Background: an optimization exercise with open tools, aiming at small area and few clock cycles per item. Do not read the settings as production practice.

== MS ==
==> flow/design.v <==
module cell_hist_accum #(
  parameter int IMAGE_WIDTH        = 64,
  parameter int IMAGE_HEIGHT       = 480,
  parameter int CELL_ROW_PIXELS    = 8,
  parameter int CELL_COLUMN_PIXELS = 8,
  parameter int BIN_WIDTH          = 14,
  parameter int BINS               = 9,
  parameter int MAG_WIDTH          = 8,
  parameter int HISTOGRAM_WIDTH    = BIN_WIDTH*(BINS+1)
) (
  input  logic                       clk,
  input  logic                       rst,
  input  logic                       in_valid,
  output logic                       in_ready,
  input  logic [3:0]                 bin_index,
  input  logic [MAG_WIDTH-1:0]       magnitude,
  output logic                       out_valid,
  input  logic                       out_ready,
  output logic [HISTOGRAM_WIDTH-1:0] cell_histogram,
  output logic                       out_last
);
  function automatic logic [13:0] radd(input logic [13:0] a, input logic [13:0] b);
    logic c;
    c = 1'b0;
    for (int i = 0; i < 14; i++) begin
      radd[i] = a[i] ^ b[i] ^ c;
      c = (a[i] & b[i]) | (c & (a[i] ^ b[i]));
    end
  endfunction
  logic [5:0]  ph;         
  logic [2:0]  cx, px;     
  logic [2:0]  yl;         
  logic [5:0]  yr;         
  logic [7:0]  pending;    
  logic [2:0]  cap_col;    
  logic accept, acc_last;
  logic first_row, last_row, frame_end;
  assign first_row = (yl == 3'd0);
  assign last_row  = (yl == 3'd7);
  assign frame_end = last_row && (yr == 6'd59) && (cx == 3'd7);
  assign in_ready = (ph[5:3] == cx) && ((px != 3'd7) || (ph[2:0] == 3'd7)) &&
                    !((px == 3'd0) && first_row && pending[cx]);
  assign accept   = in_valid && in_ready && !rst;
  assign acc_last = accept && (px == 3'd7);
  always_ff @(posedge clk) begin
    if (rst) begin
      ph <= 6'd57;
      cx <= '0; px <= '0; yl <= '0; yr <= '0;
    end else begin
      ph <= ph + 6'd1;
      if (accept) begin
        px <= px + 3'd1;
        if (px == 3'd7) begin
          cx <= cx + 3'd1;
          if (cx == 3'd7) begin
            yl <= yl + 3'd1;
            if (yl == 3'd7) yr <= (yr == 6'd59) ? 6'd0 : yr + 6'd1;
          end
        end
      end
    end
  end
  logic [13:0] ra [64];
  logic        pv, dv;     
  logic [3:0]  pq, dq;     
  logic [7:0]  pm, dm;     
  logic [7:0]  hc, hd;
  logic [8:0]  m2;
  logic [8:0]  addend [8];
  always_ff @(posedge clk) begin
    pv <= accept && !bin_index[3];
    pq <= {1'b0, bin_index[2:0]} + {1'b0, ph[2:0]};
    pm <= magnitude;
    dv <= pv && pq[0];
    dq <= pq;
    dm <= pm;
  end
  assign m2 = 9'(radd({6'd0, pm}, {6'd0, dm}));
  always_comb begin
    for (int i = 0; i < 8; i++) begin
      hc[i] = pv && !pq[0] && (pq[3:1] == 3'(i));
      hd[i] = dv && (dq[3:1] + 3'd1 == 3'(i));
      addend[i] = (hc[i] && hd[i]) ? m2 :
                  {1'b0, (hc[i] ? pm : 8'd0) | (hd[i] ? dm : 8'd0)};
    end
  end
  logic [5:0] gph;
  logic [2:0] gc;
  logic       clr;
  assign gph = ph + 6'd7;
  assign gc  = gph[5:3];
  assign clr = !pending[gc] && !((gc == cx) && (px != 3'd0)) &&
               ((gc < cx) ? last_row : first_row);
  always_ff @(posedge clk) begin
    ra[0] <= clr ? 14'd0 : ra[63];
    for (int i = 0; i < 8; i++) begin
      ra[2*i+1] <= radd(ra[2*i], {5'd0, addend[i]});
      if (i < 7) ra[2*i+2] <= ra[2*i+1];
    end
    for (int s = 16; s < 64; s++)
      ra[s] <= ra[s-1];
  end
  logic [10:0] r8, r8_next;
  logic [1:0]  r8s [8];    
  logic        r8_mask;    
  logic        bcy;        
  logic [1:0]  rb [64];
  logic [2:0]  bsum;
  assign r8_next = 11'(radd({3'd0, (px == 3'd0) ? 11'd0 : r8}, (bin_index == 4'd8) ? {6'd0, magnitude} : 14'd0));
  always_ff @(posedge clk) begin
    if (accept) r8 <= r8_next;
    if (acc_last) begin
      for (int k = 0; k < 5; k++) r8s[k] <= r8_next[2*k +: 2];
      r8s[5] <= {1'b0, r8_next[10]};
      r8s[6] <= 2'b00;
      r8s[7] <= {1'b0, frame_end};
    end else begin
      for (int k = 0; k < 7; k++) r8s[k] <= r8s[k+1];
      r8s[7] <= 2'b00;
    end
    if (ph[2:0] == 3'd7) r8_mask <= acc_last && first_row;
  end
  assign bsum = (r8_mask ? 3'd0 : {1'b0, rb[63]}) + {1'b0, r8s[0]} +
                {2'b00, bcy && (ph[2:0] != 3'd0)};
  always_ff @(posedge clk) begin
    bcy   <= bsum[2];
    rb[0] <= bsum[1:0];
    for (int s = 1; s < 64; s++) rb[s] <= rb[s-1];
  end
  logic [13:0] oa [8];
  logic [1:0]  ob [8];
  logic [13:0] tot;
  logic        o_fill;
  logic        start, shift;
  logic [2:0]  k;
  logic [13:0] bterm;
  assign k     = ph[2:0];
  assign start = (k == 3'd0) && pending[cap_col] && (ph[5:3] == cap_col + 3'd2) &&
                 (!out_valid || out_ready);
  assign shift = start || o_fill;
  assign bterm = 14'(rb[7]) << (2*k);
  always_ff @(posedge clk) begin
    if (rst) begin
      pending   <= '0;
      cap_col   <= '0;
      o_fill    <= 1'b0;
      out_valid <= 1'b0;
    end else begin
      if (acc_last && last_row) pending[cx] <= 1'b1;
      if (start) begin
        pending[cap_col] <= 1'b0;
        cap_col <= cap_col + 3'd1;
      end
      o_fill <= start || (o_fill && (k != 3'd7));
      if (o_fill && (k == 3'd7)) out_valid <= 1'b1;
      else if (out_ready)        out_valid <= 1'b0;
    end
  end
  always_ff @(posedge clk) begin
    if (shift) begin
      oa[0] <= ra[22];
      for (int i = 1; i < 8; i++) oa[i] <= oa[i-1];
      ob[7] <= rb[7];
      for (int i = 0; i < 7; i++) ob[i] <= ob[i+1];
      tot <= radd(radd(start ? 14'd0 : tot, ra[22]), bterm);
    end
  end
  always_comb begin
    for (int b = 0; b < 8; b++) cell_histogram[14*b +: 14] = oa[b];
    for (int i = 0; i < 7; i++) cell_histogram[112 + 2*i +: 2] = ob[i];
    cell_histogram[126 +: 14] = tot;
  end
  assign out_last = ob[7][0];
endmodule
export LEC_CHECK = 0
export CAP_MARGIN = 20
export CORE_MARGIN = 2
export CORE_UTILIZATION = 65
export CTS_BUF_LIST = sky130_fd_sc_hd__clkbuf_8
export CTS_CLUSTER_DIAMETER = 60
export CTS_CLUSTER_SIZE = 20
export SLEW_MARGIN = 20
create_clock -name core_clock -period 6.0 [get_ports {clk}]
run.sh (not shown) runs the stock make flow with config.mk's settings and CLKGATE_MAP_FILE= SYNTH_SCRIPT=/design/flow/synth_recipe.tcl, a recipe that flattens the netlist after the stock synthesis.
Completing all stages was not enough for MS: its layout failed the final checks because of setup timing.
#### Input delta (AL over MS)
--- a/flow/design.v
+++ b/flow/design.v
@@ -17,18 +17,10 @@
   output logic                       out_valid,
   input  logic                       out_ready,
   output logic [HISTOGRAM_WIDTH-1:0] cell_histogram,
   output logic                       out_last
 );
-  function automatic logic [13:0] radd(input logic [13:0] a, input logic [13:0] b);
-    logic c;
-    c = 1'b0;
-    for (int i = 0; i < 14; i++) begin
-      radd[i] = a[i] ^ b[i] ^ c;
-      c = (a[i] & b[i]) | (c & (a[i] ^ b[i]));
-    end
-  endfunction
   logic [5:0]  ph;         
   logic [2:0]  cx, px;     
   logic [2:0]  yl;         
   logic [5:0]  yr;         
   logic [7:0]  pending;    
@@ -59,56 +51,39 @@
         end
       end
     end
   end
   logic [13:0] ra [64];
-  logic        pv, dv;     
-  logic [3:0]  pq, dq;     
-  logic [7:0]  pm, dm;     
-  logic [7:0]  hc, hd;
-  logic [8:0]  m2;
-  logic [8:0]  addend [8];
+  logic        pv;         
+  logic [3:0]  pq;         
+  logic [7:0]  pm;         
   always_ff @(posedge clk) begin
     pv <= accept && !bin_index[3];
     pq <= {1'b0, bin_index[2:0]} + {1'b0, ph[2:0]};
     pm <= magnitude;
-    dv <= pv && pq[0];
-    dq <= pq;
-    dm <= pm;
-  end
-  assign m2 = 9'(radd({6'd0, pm}, {6'd0, dm}));
-  always_comb begin
-    for (int i = 0; i < 8; i++) begin
-      hc[i] = pv && !pq[0] && (pq[3:1] == 3'(i));
-      hd[i] = dv && (dq[3:1] + 3'd1 == 3'(i));
-      addend[i] = (hc[i] && hd[i]) ? m2 :
-                  {1'b0, (hc[i] ? pm : 8'd0) | (hd[i] ? dm : 8'd0)};
-    end
   end
   logic [5:0] gph;
   logic [2:0] gc;
   logic       clr;
   assign gph = ph + 6'd7;
   assign gc  = gph[5:3];
   assign clr = !pending[gc] && !((gc == cx) && (px != 3'd0)) &&
                ((gc < cx) ? last_row : first_row);
   always_ff @(posedge clk) begin
     ra[0] <= clr ? 14'd0 : ra[63];
-    for (int i = 0; i < 8; i++) begin
-      ra[2*i+1] <= radd(ra[2*i], {5'd0, addend[i]});
-      if (i < 7) ra[2*i+2] <= ra[2*i+1];
-    end
+    for (int q = 0; q < 15; q++)
+      ra[q+1] <= ra[q] + ((pv && pq == 4'(q)) ? {6'd0, pm} : 14'd0);
     for (int s = 16; s < 64; s++)
       ra[s] <= ra[s-1];
   end
   logic [10:0] r8, r8_next;
   logic [1:0]  r8s [8];    
   logic        r8_mask;    
   logic        bcy;        
   logic [1:0]  rb [64];
   logic [2:0]  bsum;
-  assign r8_next = 11'(radd({3'd0, (px == 3'd0) ? 11'd0 : r8}, (bin_index == 4'd8) ? {6'd0, magnitude} : 14'd0));
+  assign r8_next = ((px == 3'd0) ? 11'd0 : r8) + ((bin_index == 4'd8) ? {3'd0, magnitude} : 11'd0);
   always_ff @(posedge clk) begin
     if (accept) r8 <= r8_next;
     if (acc_last) begin
       for (int k = 0; k < 5; k++) r8s[k] <= r8_next[2*k +: 2];
       r8s[5] <= {1'b0, r8_next[10]};
@@ -160,11 +135,11 @@
     if (shift) begin
       oa[0] <= ra[22];
       for (int i = 1; i < 8; i++) oa[i] <= oa[i-1];
       ob[7] <= rb[7];
       for (int i = 0; i < 7; i++) ob[i] <= ob[i+1];
-      tot <= radd(radd(start ? 14'd0 : tot, ra[22]), bterm);
+      tot <= (start ? 14'd0 : tot) + ra[22] + bterm;
     end
   end
   always_comb begin
     for (int b = 0; b < 8; b++) cell_histogram[14*b +: 14] = oa[b];
     for (int i = 0; i < 7; i++) cell_histogram[112 + 2*i +: 2] = ob[i];
## What came out
AL | stages: all done | timing, DRC, antenna: all pass. The share of the clock period used by the worst path of AL falls short of that of MS by 45 points. Status: effective utilization at floorplan parity (MS, AL). The wire length per cell after detailed routing in AL was lower than what MS gave. MS → AL: count of clock-buffer cells in the layout went up; flip-flop and latch count went down; total detailed-routing wirelength went up. AL: met3 layer wire length in the routed design lower than MS. AL gives more number of buffers created by CTS than MS did. For half-perimeter wire length of the detailed placement result, dividing the value from AL by the value from MS gives 1.2. Maximum fanout along the worst path: AL > MS.
Function was not checked in any run of this note: the RTL went through the layout flow alone.

[what the ideal ports hide]
No port has a modelled driver above. Below, the same layouts with a new extraction and two added sets of constraints.
Step 1: set_driving_cell puts a clkbuf_16 on clk and a buf_2 on each other input, an assumption about the parent block.
Step 2 moves the port delays by t, midway between the first and last clock arrival at a register: inputs arrive t later, outputs are due t later. That takes back most of the time a late clock gives input paths.
Slacks: ideal ports / drivers / drivers and shift; pairs: ideal ports / drivers.
run | shift t [ns] | setup slack, ns | hold slack, ns | worst setup path at the end | worst slew at a driven data input, ns
MS | 0.732 | -1.148 / -1.148 / -1.817 | 0.314 / 0.314 / 0.314 | input to register | 0.04
AL | 0.738 | 1.527 / 1.527 / 0.844 | 0.318 / 0.318 / 0.318 | input to register | 0.04
The setup slack of AL, which loses most, moves by 0.000 ns with the drivers and by -0.683 ns with both steps.
